From an optimization exercise on the open Yosys and OpenROAD flow, aimed at a short achievable clock period and few clock cycles; shortcuts taken in it are not production practice.
In this exercise RTL edits were held to simulation tests only and were not proved equivalent to the original.
Power is estimated from default activity; no workload was simulated.

$ cat config.mk
export PLATFORM = sky130hd
export DESIGN_NAME = rv_core_top
export DESIGN_NICKNAME = rv_core_top
export VERILOG_FILES = /design/flow/design.v
export SDC_FILE = /design/flow/constraint.sdc
export NUM_CORES = 4
export LEC_CHECK = 0
export CAP_MARGIN = 20
export CORE_MARGIN = 2
export CORE_UTILIZATION = 40
export PLACE_DENSITY = 0.6
export SLEW_MARGIN = 20
$ cat constraint.sdc
create_clock -name core_clock -period 7.0 [get_ports {clk}]
set_input_delay 1.4000 -clock core_clock [delete_from_list [all_inputs] [get_ports {clk}]]
set_output_delay 1.4000 -clock core_clock [all_outputs]
set_load 0.01 [all_outputs]
$ cat design.v
`default_nettype none
package rv_pkg;
    localparam int XLEN   = 32;
    localparam int REG_AW = 5;
    typedef logic [XLEN-1:0]   word_t;
    typedef logic [REG_AW-1:0] reg_addr_t;
    localparam logic [6:0] OPC_OP     = 7'b0110011;
    localparam logic [6:0] OPC_IMM    = 7'b0010011;
    localparam logic [6:0] OPC_LOAD   = 7'b0000011;
    localparam logic [6:0] OPC_STORE  = 7'b0100011;
    localparam logic [6:0] OPC_BRANCH = 7'b1100011;
    localparam logic [6:0] OPC_JAL    = 7'b1101111;
    localparam word_t NOP_INSTR = 32'h0000_0013;  
    typedef struct packed {
        logic [6:0] funct7;
        reg_addr_t  rs2;
        reg_addr_t  rs1;
        logic [2:0] funct3;
        reg_addr_t  rd;
        logic [6:0] opcode;
    } r_type_t;
    typedef struct packed {
        logic [11:0] imm;
        reg_addr_t   rs1;
        logic [2:0]  funct3;
        reg_addr_t   rd;
        logic [6:0]  opcode;
    } i_type_t;
    typedef struct packed {
        logic [6:0] imm_hi;
        reg_addr_t  rs2;
        reg_addr_t  rs1;
        logic [2:0] funct3;
        logic [4:0] imm_lo;
        logic [6:0] opcode;
    } s_type_t;
    typedef struct packed {
        logic       sign;
        logic [5:0] imm_10_5;
        logic [3:0] j_imm_4_1;
        logic       j_imm_11;
        logic [7:0] j_imm_19_12;
        logic [3:0] b_imm_4_1;
        logic       b_imm_11;
        logic [6:0] opcode;
    } bj_type_t;
    typedef union packed {
        r_type_t  r;
        i_type_t  i;
        s_type_t  s;
        bj_type_t bj;
    } instr_u;
    typedef enum logic [2:0] {
        ALU_ADD,
        ALU_SUB,
        ALU_AND,
        ALU_OR,
        ALU_XOR,
        ALU_SLT
    } alu_op_e;
    typedef struct packed {
        alu_op_e alu_op;
        logic    alu_src_imm;
        logic    mem_read;
        logic    mem_write;
        logic    reg_write;
        logic    is_branch;
        logic    branch_ne;
        logic    is_jal;
    } ctrl_t;
    typedef struct packed {
        word_t     pc;
        word_t     rs1_data;
        word_t     rs2_data;
        reg_addr_t rs1;
        reg_addr_t rs2;
        reg_addr_t rd;
        word_t     imm;
        ctrl_t     ctrl;
    } id_ex_t;
    typedef struct packed {
        word_t     result;
        word_t     store_data;
        reg_addr_t rd;
        logic      mem_read;
        logic      mem_write;
        logic      reg_write;
    } ex_mem_t;
    typedef struct packed {
        word_t     data;
        reg_addr_t rd;
        logic      reg_write;
    } mem_wb_t;
    typedef struct packed {
        logic      valid;
        reg_addr_t rd;
        word_t     data;
    } retire_t;
    typedef enum logic [1:0] {
        FWD_NONE,
        FWD_FROM_MEM,
        FWD_FROM_WB
    } fwd_sel_e;
endpackage
`default_nettype wire
`timescale 1ns/1ps
`default_nettype none
module rv_fetch #(
    parameter logic [31:0] RESET_PC = '0
) (
    input  wire   clk,
    input  wire   arst_n_i,
    input  wire   stall_i,
    input  wire   flush_i,
    input  wire   redirect_i,
    input  rv_pkg::word_t target_i,
    input  rv_pkg::word_t instr_i,
    output rv_pkg::word_t pc_o,
    output rv_pkg::word_t id_pc_o,
    output rv_pkg::word_t id_instr_o
);
    rv_pkg::word_t pc_q;
    assign pc_o = pc_q;
    always_ff @(posedge clk or negedge arst_n_i) begin
        if (!arst_n_i) begin
            pc_q <= RESET_PC;
        end else if (redirect_i) begin
            pc_q <= target_i;
        end else if (!stall_i) begin
            pc_q <= pc_q + 32'd4;
        end
    end
    always_ff @(posedge clk or negedge arst_n_i) begin
        if (!arst_n_i) begin
            id_pc_o    <= '0;
            id_instr_o <= rv_pkg::NOP_INSTR;
        end else if (flush_i) begin
            id_instr_o <= rv_pkg::NOP_INSTR;  
        end else if (!stall_i) begin
            id_pc_o    <= pc_q;
            id_instr_o <= instr_i;
        end
    end
endmodule
`default_nettype wire
`timescale 1ns/1ps
`default_nettype none
module rv_decode (
    input  wire       clk,
    input  wire       arst_n_i,
    input  wire       stall_i,
    input  wire       flush_i,
    input  rv_pkg::word_t     pc_i,
    input  rv_pkg::word_t     instr_i,
    input  rv_pkg::word_t     rs1_data_i,
    input  rv_pkg::word_t     rs2_data_i,
    output rv_pkg::reg_addr_t rs1_addr_o,
    output rv_pkg::reg_addr_t rs2_addr_o,
    output logic      uses_rs2_o,
    output logic      mem_read_o,
    output rv_pkg::id_ex_t    ex_o
);
    rv_pkg::instr_u ins;
    rv_pkg::word_t  imm_i;
    rv_pkg::word_t  imm_s;
    rv_pkg::word_t  imm_b;
    rv_pkg::word_t  imm_j;
    rv_pkg::word_t  imm;
    rv_pkg::ctrl_t  ctrl;
    rv_pkg::id_ex_t nxt;
    function automatic rv_pkg::alu_op_e alu_decode(input logic [2:0] funct3, input logic sub);
        case (funct3)
            3'b000:  alu_decode = sub ? rv_pkg::ALU_SUB : rv_pkg::ALU_ADD;
            3'b010:  alu_decode = rv_pkg::ALU_SLT;
            3'b100:  alu_decode = rv_pkg::ALU_XOR;
            3'b110:  alu_decode = rv_pkg::ALU_OR;
            3'b111:  alu_decode = rv_pkg::ALU_AND;
            default: alu_decode = rv_pkg::ALU_ADD;
        endcase
    endfunction
    assign ins = instr_i;
    assign rs1_addr_o = ins.r.rs1;
    assign rs2_addr_o = ins.r.rs2;
    assign uses_rs2_o = (ins.r.opcode == rv_pkg::OPC_OP) || (ins.r.opcode == rv_pkg::OPC_STORE)
                        || (ins.r.opcode == rv_pkg::OPC_BRANCH);
    assign mem_read_o = ex_o.ctrl.mem_read;  
    assign imm_i = {{20{ins.i.imm[11]}}, ins.i.imm};
    assign imm_s = {{20{ins.s.imm_hi[6]}}, ins.s.imm_hi, ins.s.imm_lo};
    assign imm_b = {{19{ins.bj.sign}}, ins.bj.sign, ins.bj.b_imm_11, ins.bj.imm_10_5,
                    ins.bj.b_imm_4_1, 1'b0};
    assign imm_j = {{11{ins.bj.sign}}, ins.bj.sign, ins.bj.j_imm_19_12, ins.bj.j_imm_11,
                    ins.bj.imm_10_5, ins.bj.j_imm_4_1, 1'b0};
    always_comb begin
        ctrl = '0;
        imm  = '0;
        case (ins.r.opcode)
            rv_pkg::OPC_OP: begin
                ctrl.alu_op    = alu_decode(ins.r.funct3, ins.r.funct7[5]);
                ctrl.reg_write = 1'b1;
            end
            rv_pkg::OPC_IMM: begin
                ctrl.alu_op      = alu_decode(ins.i.funct3, 1'b0);
                ctrl.alu_src_imm = 1'b1;
                ctrl.reg_write   = 1'b1;
                imm              = imm_i;
            end
            rv_pkg::OPC_LOAD: begin
                ctrl.alu_src_imm = 1'b1;
                ctrl.mem_read    = 1'b1;
                ctrl.reg_write   = 1'b1;
                imm              = imm_i;
            end
            rv_pkg::OPC_STORE: begin
                ctrl.alu_src_imm = 1'b1;
                ctrl.mem_write   = 1'b1;
                imm              = imm_s;
            end
            rv_pkg::OPC_BRANCH: begin
                ctrl.is_branch = 1'b1;
                ctrl.branch_ne = ins.r.funct3[0];  
                imm            = imm_b;
            end
            rv_pkg::OPC_JAL: begin
                ctrl.is_jal    = 1'b1;
                ctrl.reg_write = 1'b1;
                imm            = imm_j;
            end
            default: ;  
        endcase
    end
    always_comb begin
        nxt.pc       = pc_i;
        nxt.rs1_data = rs1_data_i;
        nxt.rs2_data = rs2_data_i;
        nxt.rs1      = ins.r.rs1;
        nxt.rs2      = ins.r.rs2;
        nxt.rd       = ins.r.rd;
        nxt.imm      = imm;
        nxt.ctrl     = (stall_i || flush_i) ? '0 : ctrl;
    end
    always_ff @(posedge clk or negedge arst_n_i) begin
        if (!arst_n_i) begin
            ex_o <= '0;
        end else begin
            ex_o <= nxt;
        end
    end
endmodule
`default_nettype wire
`timescale 1ns/1ps
`default_nettype none
module rv_regfile (
    input  wire       clk,
    input  wire       arst_n_i,
    input  rv_pkg::reg_addr_t rs1_addr_i,
    input  rv_pkg::reg_addr_t rs2_addr_i,
    input  rv_pkg::mem_wb_t   wb_i,
    output rv_pkg::word_t     rs1_data_o,
    output rv_pkg::word_t     rs2_data_o
);
    rv_pkg::word_t regs [32];
    logic  wr_en;
    assign wr_en = wb_i.reg_write && (wb_i.rd != '0);
    always_ff @(posedge clk or negedge arst_n_i) begin
        if (!arst_n_i) begin
            for (int i = 0; i < 32; i++) begin
                regs[i] <= '0;
            end
        end else if (wr_en) begin
            regs[wb_i.rd] <= wb_i.data;
        end
    end
    assign rs1_data_o = (rs1_addr_i == '0)                      ? '0        :
                        (wr_en && (wb_i.rd == rs1_addr_i))      ? wb_i.data :
                                                                  regs[rs1_addr_i];
    assign rs2_data_o = (rs2_addr_i == '0)                      ? '0        :
                        (wr_en && (wb_i.rd == rs2_addr_i))      ? wb_i.data :
                                                                  regs[rs2_addr_i];
endmodule
`default_nettype wire
`timescale 1ns/1ps
`default_nettype none
module rv_execute (
    input  wire      clk,
    input  wire      arst_n_i,
    input  rv_pkg::id_ex_t   ex_i,
    input  rv_pkg::fwd_sel_e fwd_a_i,
    input  rv_pkg::fwd_sel_e fwd_b_i,
    input  rv_pkg::word_t    mem_result_i,
    input  rv_pkg::mem_wb_t  wb_i,
    output logic     redirect_o,
    output rv_pkg::word_t    target_o,
    output rv_pkg::ex_mem_t  mem_o
);
    rv_pkg::word_t   op_a;
    rv_pkg::word_t   op_b;
    rv_pkg::word_t   alu_b;
    rv_pkg::word_t   alu_res;
    logic    taken;
    rv_pkg::ex_mem_t nxt;
    always_comb begin
        case (fwd_a_i)
            rv_pkg::FWD_FROM_MEM: op_a = mem_result_i;
            rv_pkg::FWD_FROM_WB:  op_a = wb_i.data;
            default:      op_a = ex_i.rs1_data;
        endcase
        case (fwd_b_i)
            rv_pkg::FWD_FROM_MEM: op_b = mem_result_i;
            rv_pkg::FWD_FROM_WB:  op_b = wb_i.data;
            default:      op_b = ex_i.rs2_data;
        endcase
    end
    assign alu_b = ex_i.ctrl.alu_src_imm ? ex_i.imm : op_b;
    always_comb begin
        case (ex_i.ctrl.alu_op)
            rv_pkg::ALU_SUB: alu_res = op_a - alu_b;
            rv_pkg::ALU_AND: alu_res = op_a & alu_b;
            rv_pkg::ALU_OR:  alu_res = op_a | alu_b;
            rv_pkg::ALU_XOR: alu_res = op_a ^ alu_b;
            rv_pkg::ALU_SLT: alu_res = {31'd0, $signed(op_a) < $signed(alu_b)};
            default: alu_res = op_a + alu_b;
        endcase
    end
    assign taken      = ex_i.ctrl.is_branch && ((op_a == op_b) ^ ex_i.ctrl.branch_ne);
    assign redirect_o = taken || ex_i.ctrl.is_jal;
    assign target_o   = ex_i.pc + ex_i.imm;
    always_comb begin
        nxt.result     = ex_i.ctrl.is_jal ? ex_i.pc + 32'd4 : alu_res;  
        nxt.store_data = op_b;
        nxt.rd         = ex_i.rd;
        nxt.mem_read   = ex_i.ctrl.mem_read;
        nxt.mem_write  = ex_i.ctrl.mem_write;
        nxt.reg_write  = ex_i.ctrl.reg_write;
    end
    always_ff @(posedge clk or negedge arst_n_i) begin
        if (!arst_n_i) begin
            mem_o <= '0;
        end else begin
            mem_o <= nxt;
        end
    end
endmodule
`default_nettype wire
`timescale 1ns/1ps
`default_nettype none
module rv_memwb #(
    parameter int DMEM_WORDS = 64
) (
    input  wire     clk,
    input  wire     arst_n_i,
    input  rv_pkg::ex_mem_t mem_i,
    output rv_pkg::mem_wb_t wb_o,
    output rv_pkg::retire_t retire_o
);
    localparam int DMEM_AW = $clog2(DMEM_WORDS);
    rv_pkg::word_t              dmem [DMEM_WORDS];
    logic [DMEM_AW-1:0] word_idx;
    rv_pkg::word_t              load_data;
    rv_pkg::mem_wb_t            nxt;
    assign word_idx  = mem_i.result[DMEM_AW+1:2];  
    assign load_data = dmem[word_idx];
    always_ff @(posedge clk) begin
        if (mem_i.mem_write) begin
            dmem[word_idx] <= mem_i.store_data;
        end
    end
    always_comb begin
        nxt.data      = mem_i.mem_read ? load_data : mem_i.result;
        nxt.rd        = mem_i.rd;
        nxt.reg_write = mem_i.reg_write;
    end
    always_ff @(posedge clk or negedge arst_n_i) begin
        if (!arst_n_i) begin
            wb_o <= '0;
        end else begin
            wb_o <= nxt;
        end
    end
    assign retire_o.valid = wb_o.reg_write && (wb_o.rd != '0);
    assign retire_o.rd    = wb_o.rd;
    assign retire_o.data  = wb_o.data;
endmodule
`default_nettype wire
`timescale 1ns/1ps
`default_nettype none
module rv_hazard (
    input  rv_pkg::reg_addr_t id_rs1_i,
    input  rv_pkg::reg_addr_t id_rs2_i,
    input  wire       id_uses_rs2_i,
    input  rv_pkg::reg_addr_t ex_rd_i,
    input  wire       ex_mem_read_i,
    input  rv_pkg::reg_addr_t ex_rs1_i,
    input  rv_pkg::reg_addr_t ex_rs2_i,
    input  rv_pkg::ex_mem_t   mem_i,
    input  rv_pkg::mem_wb_t   wb_i,
    input  wire       redirect_i,
    output logic      stall_o,
    output logic      flush_o,
    output rv_pkg::fwd_sel_e  fwd_a_o,
    output rv_pkg::fwd_sel_e  fwd_b_o
);
    function automatic rv_pkg::fwd_sel_e fwd_pick(input rv_pkg::reg_addr_t src, input rv_pkg::ex_mem_t m,
                                          input rv_pkg::mem_wb_t w);
        if (src == '0) begin
            fwd_pick = rv_pkg::FWD_NONE;
        end else if (m.reg_write && (m.rd == src)) begin
            fwd_pick = rv_pkg::FWD_FROM_MEM;
        end else if (w.reg_write && (w.rd == src)) begin
            fwd_pick = rv_pkg::FWD_FROM_WB;
        end else begin
            fwd_pick = rv_pkg::FWD_NONE;
        end
    endfunction
    assign stall_o = ex_mem_read_i && (ex_rd_i != '0)
                     && ((ex_rd_i == id_rs1_i) || (id_uses_rs2_i && (ex_rd_i == id_rs2_i)));
    assign flush_o = redirect_i;
    assign fwd_a_o = fwd_pick(ex_rs1_i, mem_i, wb_i);
    assign fwd_b_o = fwd_pick(ex_rs2_i, mem_i, wb_i);
endmodule
`default_nettype wire
`timescale 1ns/1ps
`default_nettype none
module rv_core #(
    parameter logic [31:0] RESET_PC   = '0,
    parameter int    DMEM_WORDS = 64
) (
    input  wire     clk,
    input  wire     arst_n_i,
    output rv_pkg::word_t   imem_addr_o,
    input  rv_pkg::word_t   imem_rdata_i,
    output rv_pkg::retire_t retire_o
);
    rv_pkg::word_t     id_pc;
    rv_pkg::word_t     id_instr;
    rv_pkg::reg_addr_t rs1_addr;
    rv_pkg::reg_addr_t rs2_addr;
    rv_pkg::word_t     rs1_data;
    rv_pkg::word_t     rs2_data;
    logic      uses_rs2;
    logic      ex_mem_read;
    rv_pkg::id_ex_t    id_ex;
    rv_pkg::ex_mem_t   ex_mem;
    rv_pkg::mem_wb_t   mem_wb;
    logic      stall;
    logic      flush;
    logic      redirect;
    rv_pkg::word_t     target;
    rv_pkg::fwd_sel_e  fwd_a;
    rv_pkg::fwd_sel_e  fwd_b;
    rv_fetch #(
        .RESET_PC(RESET_PC)
    ) u_fetch (
        .clk(clk),
        .arst_n_i(arst_n_i),
        .stall_i(stall),
        .flush_i(flush),
        .redirect_i(redirect),
        .target_i(target),
        .instr_i(imem_rdata_i),
        .pc_o(imem_addr_o),
        .id_pc_o(id_pc),
        .id_instr_o(id_instr)
    );
    rv_decode u_decode (
        .clk(clk),
        .arst_n_i(arst_n_i),
        .stall_i(stall),
        .flush_i(flush),
        .pc_i(id_pc),
        .instr_i(id_instr),
        .rs1_data_i(rs1_data),
        .rs2_data_i(rs2_data),
        .rs1_addr_o(rs1_addr),
        .rs2_addr_o(rs2_addr),
        .uses_rs2_o(uses_rs2),
        .mem_read_o(ex_mem_read),
        .ex_o(id_ex)
    );
    rv_regfile u_regfile (
        .clk(clk),
        .arst_n_i(arst_n_i),
        .rs1_addr_i(rs1_addr),
        .rs2_addr_i(rs2_addr),
        .wb_i(mem_wb),
        .rs1_data_o(rs1_data),
        .rs2_data_o(rs2_data)
    );
    rv_hazard u_hazard (
        .id_rs1_i(rs1_addr),
        .id_rs2_i(rs2_addr),
        .id_uses_rs2_i(uses_rs2),
        .ex_rd_i(id_ex.rd),
        .ex_mem_read_i(ex_mem_read),
        .ex_rs1_i(id_ex.rs1),
        .ex_rs2_i(id_ex.rs2),
        .mem_i(ex_mem),
        .wb_i(mem_wb),
        .redirect_i(redirect),
        .stall_o(stall),
        .flush_o(flush),
        .fwd_a_o(fwd_a),
        .fwd_b_o(fwd_b)
    );
    rv_execute u_execute (
        .clk(clk),
        .arst_n_i(arst_n_i),
        .ex_i(id_ex),
        .fwd_a_i(fwd_a),
        .fwd_b_i(fwd_b),
        .mem_result_i(ex_mem.result),
        .wb_i(mem_wb),
        .redirect_o(redirect),
        .target_o(target),
        .mem_o(ex_mem)
    );
    rv_memwb #(
        .DMEM_WORDS(DMEM_WORDS)
    ) u_memwb (
        .clk(clk),
        .arst_n_i(arst_n_i),
        .mem_i(ex_mem),
        .wb_o(mem_wb),
        .retire_o(retire_o)
    );
endmodule
`default_nettype wire
`timescale 1ns/1ps
`default_nettype none
module rv_core_top (
    input  wire        clk,
    input  wire        arst_n_i,
    output wire [31:0] imem_addr_o,
    input  wire [31:0] imem_rdata_i,
    output wire        retire_valid_o,
    output wire [4:0]  retire_rd_o,
    output wire [31:0] retire_data_o
);
    rv_pkg::retire_t retire;
    rv_core u_core (
        .clk(clk),
        .arst_n_i(arst_n_i),
        .imem_addr_o(imem_addr_o),
        .imem_rdata_i(imem_rdata_i),
        .retire_o(retire)
    );
    assign retire_valid_o = retire.valid;
    assign retire_rd_o    = retire.rd;
    assign retire_data_o  = retire.data;
endmodule
`default_nettype wire
$ cat run.sh
#!/bin/bash
# synth_recipe.tcl (not shown) runs the flow's synth.tcl, then flattens the netlist and writes it again
# the make line also repeats each setting of config.mk as NAME=value (left out here)
make -C /OpenROAD-flow-scripts/flow DESIGN_CONFIG=/design/flow/config.mk WORK_HOME=/design/flow/orfs CLKGATE_MAP_FILE= SYNTH_SCRIPT=/design/flow/synth_recipe.tcl finish
==> impl_metrics.json <==
{
  "synth_mux_area_share_pct": 8.40,
  "setup_violations": 0,
  "drtPass1Iterations": 17,
  "drive_gt1_share_pct": 21.7,
  "yosysSeqAreaShare_pct": 66.1,
  "yosys_warnings": 7,
  "hold_buffers": 0,
  "ctsResizeCount": 0,
  "start_kind": "flip-flop",
  "path_clk_slew_ns": 0.07,
  "die_h_um": 603,
  "io-pin-count": 104,
  "synth-edff-count": 2048,
  "worst_slew_pin_slew_ns": 1.25,
  "cp.required_ns": 7.90,
  "leakage_nw": 61.8,
  "layout_min_cycle_time_ns": 6.31,
  "num_vias": 104000,
  "grt_util_all_layers_pct": 30.7,
  "root_buffer": "clkbuf_16",
  "max_stage_delay_ns": 0.68,
  "drv_slew": 0,
  "tritoncts": "done",
  "hpwl_um": 339000,
  "cpMaxStageDelayCell": "dfrtp_1",
  "worstPathArrival_ns": 7.21,
  "status": "finished clean",
  "synth.distinct_cells": 88,
  "port_buffers": 103,
  "die_w_um": 603,
  "avgSynthCellArea_um2": 14.1,
  "grt_max_degree": 182,
  "max_freq_mhz": 158,
  "first_global_vias": 99500,
  "cts_buffers": 347,
  "synthesis.nets": 10300,
  "synthFlopType": "edfxtp_1",
  "netlist.area_leader.share_pct": 42.8,
  "synth_top_family_by_area": "compound AO/OA/AOI/OAI gates",
  "gp_congestion": 0.985,
  "hp-class": "flip-flop to flip-flop",
  "pre_cts_ws_ns": 0.845,
  "rsz0062_at_grt": "false",
  "synth_seq_cells": 3388,
  "clkSinkCount": 3388,
  "via_per_inst": 6.85,
  "cp_max_fo": 20,
  "pwr_density_cell_mw_per_mm2": 269,
  "cts_setup_buffers": 0,
  "initial_core_util_pct": 40.1,
  "final-hold-violation-count": 0,
  "rows": 220,
  "synth-async-reset-ratio_pct": 39.6,
  "min_period_over_period_pct": 90.2,
  "drv_cap": 0,
  "clockBufferDepth": 4,
  "fin_area_mm2": 0.164,
  "antenna_found_initial": 42,
  "worst_slack_ns": 0.686,
  "synth_simple_gate_area_share_pct": 4.55,
  "path_cells": "and2_1, a21oi_1, or3_1, ha_1, a221o_1, o21ai_1, ha_1, inv_1, fa_1, nor2b_1, o21ai_0, nand3_1, a311oi_1, buf_4, o31ai_2, a21boi_0, o211ai_1, a21boi_0, o21ai_0, o21ba_2",
  "cts_htree_levels": 5,
  "drc": 0,
  "tns_ns": 0,
  "yosys-top-cells-area": "edfxtp_1 43%, dfrtp_1 23%, mux2_2 8.0%, a22oi_1 6.3%, a221oi_1 2.6%",
  "place_area_mm2": 0.152,
  "dieArea_mm2": 0.364,
  "synth_xor_area_share_pct": 1.05,
  "core-area_mm2": 0.358,
  "max_slew_margin_pct": 15.7,
  "finalPower_mw": 44.1,
  "grt.overflow.total": 0,
  "nNetsFinal": 10300,
  "ant_nets": 0,
  "synth_fa_ha_area_share_pct": 1.20,
  "drt-initial-drc-count": 18900,
  "syn_area_mm2": 0.144,
  "grt_pass1_wl_um": 793000,
  "syn2layout_area_growth_pct": 14.1,
  "crit_type": "flip-flop to flip-flop",
  "clock_skew_ns": 0.0920,
  "synth_compound_area_share_pct": 15.8,
  "end_kind": "flip-flop",
  "synth.largest_area_cell": "edfxtp_1",
  "synthCells": 10200,
  "post_drt_wl_per_cell_um": 37.9,
  "insertion_delay_ns": 0.98,
  "drt-total-wl_um": 577000,
  "ir_worst_vdd_mv": 0.246
}
==> critical path: cells and delay by family, from the launching register on <==
family | cells | cell delay, ns
flops | 1 | 0.68
buf+inv | 2 | 0.30
simple gates | 4 | 1.05
fa+ha+maj | 3 | 1.30
compound gates | 11 | 2.92
==> synth_stat cells (30+ instances only) <==
cell type / n
nand3_1: 159
o21a_1: 30
clkbuf_1: 620
inv_1: 147
nand4_1: 190
dfrtp_1: 1337
nor4_1: 99
a222oi_1: 64
nor2_1: 426
buf_1: 123
o21ai_0: 180
buf_2: 108
buf_4: 39
mux2_2: 1019
nor3_1: 83
a21oi_1: 258
mux2i_1: 47
a22oi_1: 1197
a21o_1: 40
a221o_1: 50
edfxtp_1: 2048
ha_1: 133
o21ai_1: 41
xor2_1: 76
a31oi_1: 245
nand2_1: 191
a221oi_1: 423
a22o_1: 352
xnor2_1: 94
==> sequential cells by signal, summed over array words and instances (netlist names) <==
register and flops:
u_core.u_regfile.regs 992, u_core.u_decode.ex_o 142, u_core.u_memwb.dmem 2048, u_core.u_execute.mem_o 72, u_core.u_memwb.wb_o 38, u_core.u_fetch.id_instr_o 32
u_core.u_fetch.pc_q 32, u_core.u_fetch.id_pc_o 32
==> per-layer routing <==
layer,wire length (um),track usage (%),part of all wire (%)
met2,240000,43.5,42
met3,77600,10.1,13
met1,223000,41.8,39
met5,245,0.132,0.042
met4,35900,15.8,6.2
==> logic make-up (layout without fill, tap and decap cells) <==
| family | count (synthesis) | after routing |
|---|---|---|
| flops | 3388 | 3388 |
| compound gates | 3031 | 3031 |
| simple gates | 1321 | 1321 |
| mux | 1077 | 1077 |
| buf+inv | 1039 | 1325 |
| xor+xnor | 171 | 171 |
| fa+ha+maj | 136 | 136 |
| other cells | 0 | 17 |
==> power by group <==
group | switching [mW] | leakage, nW | total (mW) | internal [mW]
clock network | 8.04 | 5.66 | 19.0 | 11.0
logic | 2.26 | 19.1 | 3.19 | 0.930
registers | 0.462 | 37.1 | 21.9 | 21.4
total | 10.8 | 61.8 | 44.1 | 33.3
==> worst paths after layout <==
check,startpoint,to,slack (ns),cells past startpoint
setup reg to reg,u_core.u_memwb.wb_o[1]$_DFF_PN0_,u_core.u_execute.mem_o[66]$_DFF_PN0_,0.69,20
hold / removal,u_core.u_fetch.id_pc_o[25]$_DFFE_PN0P_,u_core.u_decode.ex_o[146]$_DFF_PN0_,0.36,0
hold reg to reg,u_core.u_fetch.id_pc_o[25]$_DFFE_PN0P_,u_core.u_decode.ex_o[146]$_DFF_PN0_,0.36,0
min in group asynchronous,arst_n_i,u_core.u_fetch.id_pc_o[3]$_DFFE_PN0P_,0.43,1
setup / recovery,u_core.u_memwb.wb_o[1]$_DFF_PN0_,u_core.u_execute.mem_o[66]$_DFF_PN0_,0.69,20
max in group asynchronous,arst_n_i,u_core.u_execute.mem_o[25]$_DFF_PN0_,4.89,3
==> cell type report <==
cell class / count / area (um2)
Clock inverter: 179 / 1910
Tap cell: 4773 / 5970
Inverter: 148 / 556
Timing Repair Buffer: 548 / 4870
Fill cell: 31300 / 194000
Multi-Input combinational cell: 5736 / 45800
Antenna cell: 17 / 42.5
Clock buffer: 450 / 9660
Sequential cell: 3388 / 95100
==> through the flow <==
stage                     hold slack [ns]  utilization (%)  instances
after floorplan                     0.331                -      10200
after global placement              0.357             42.5      14600
after detailed placement            0.358             42.5      14600
after CTS                           0.371             45.7      15200
after global routing                0.376             45.7      15200
final                               0.362             45.7      15200
==> layout by cell type (no fill, tap or decap), drive strengths merged, types with 14 or more instances in the layout <==
cell           count
xnor2             95
nand4            190
clkbuf           450
a31oi            245
clkinv           122
mux2i             47
a22o             352
o21a              30
or4               24
diode             17
a21oi            258
mux2            1030
inv              157
clkdlybuf4s50    102
buf              446
a221oi           423
clkinvlp          14
a221o             50
o21ai            222
nor2             426
a21o              40
nand2b            24
nor2b             14
a222oi            64
a211oi            30
nor4              99
edfxtp          2048
ha               133
and4              14
nand2            191
nor3              84
xor2              76
bufinv            34
o21bai            20
and3              28
dfrtp           1337
nand3            160
and2              21
a22oi           1197
Testbench counts, summed over its fixed seeds: cycles 104,298.

re-timing with driven ports:
The results above use ideal ports. As a check the final layout listed here was re-extracted and re-timed, cells and wires unchanged. Step 1 assumes that a clkbuf_16 drives the clock port and a buf_2 every other input. Step 2 adds t to the input delays and takes it off the output delays; t is the mean of the earliest and latest rising clock arrival at the registers after step 1. Input paths then give back, and output paths get back, about the clock's delay inside the block. a / b / c = ideal ports / drivers / drivers and shift; a / b = the first two.
t, ns: 1.041
slack for setup (ns): 0.686 / 0.686 / 0.686
latest minus earliest clock arrival (ns): 0.101 / 0.100
slew at the worst register clock pin (ns): 0.07 / 0.07
After both steps setup and hold are still met in this run. The setup slack of this run moves by 0.000 ns with the drivers and by 0.000 ns with both steps.
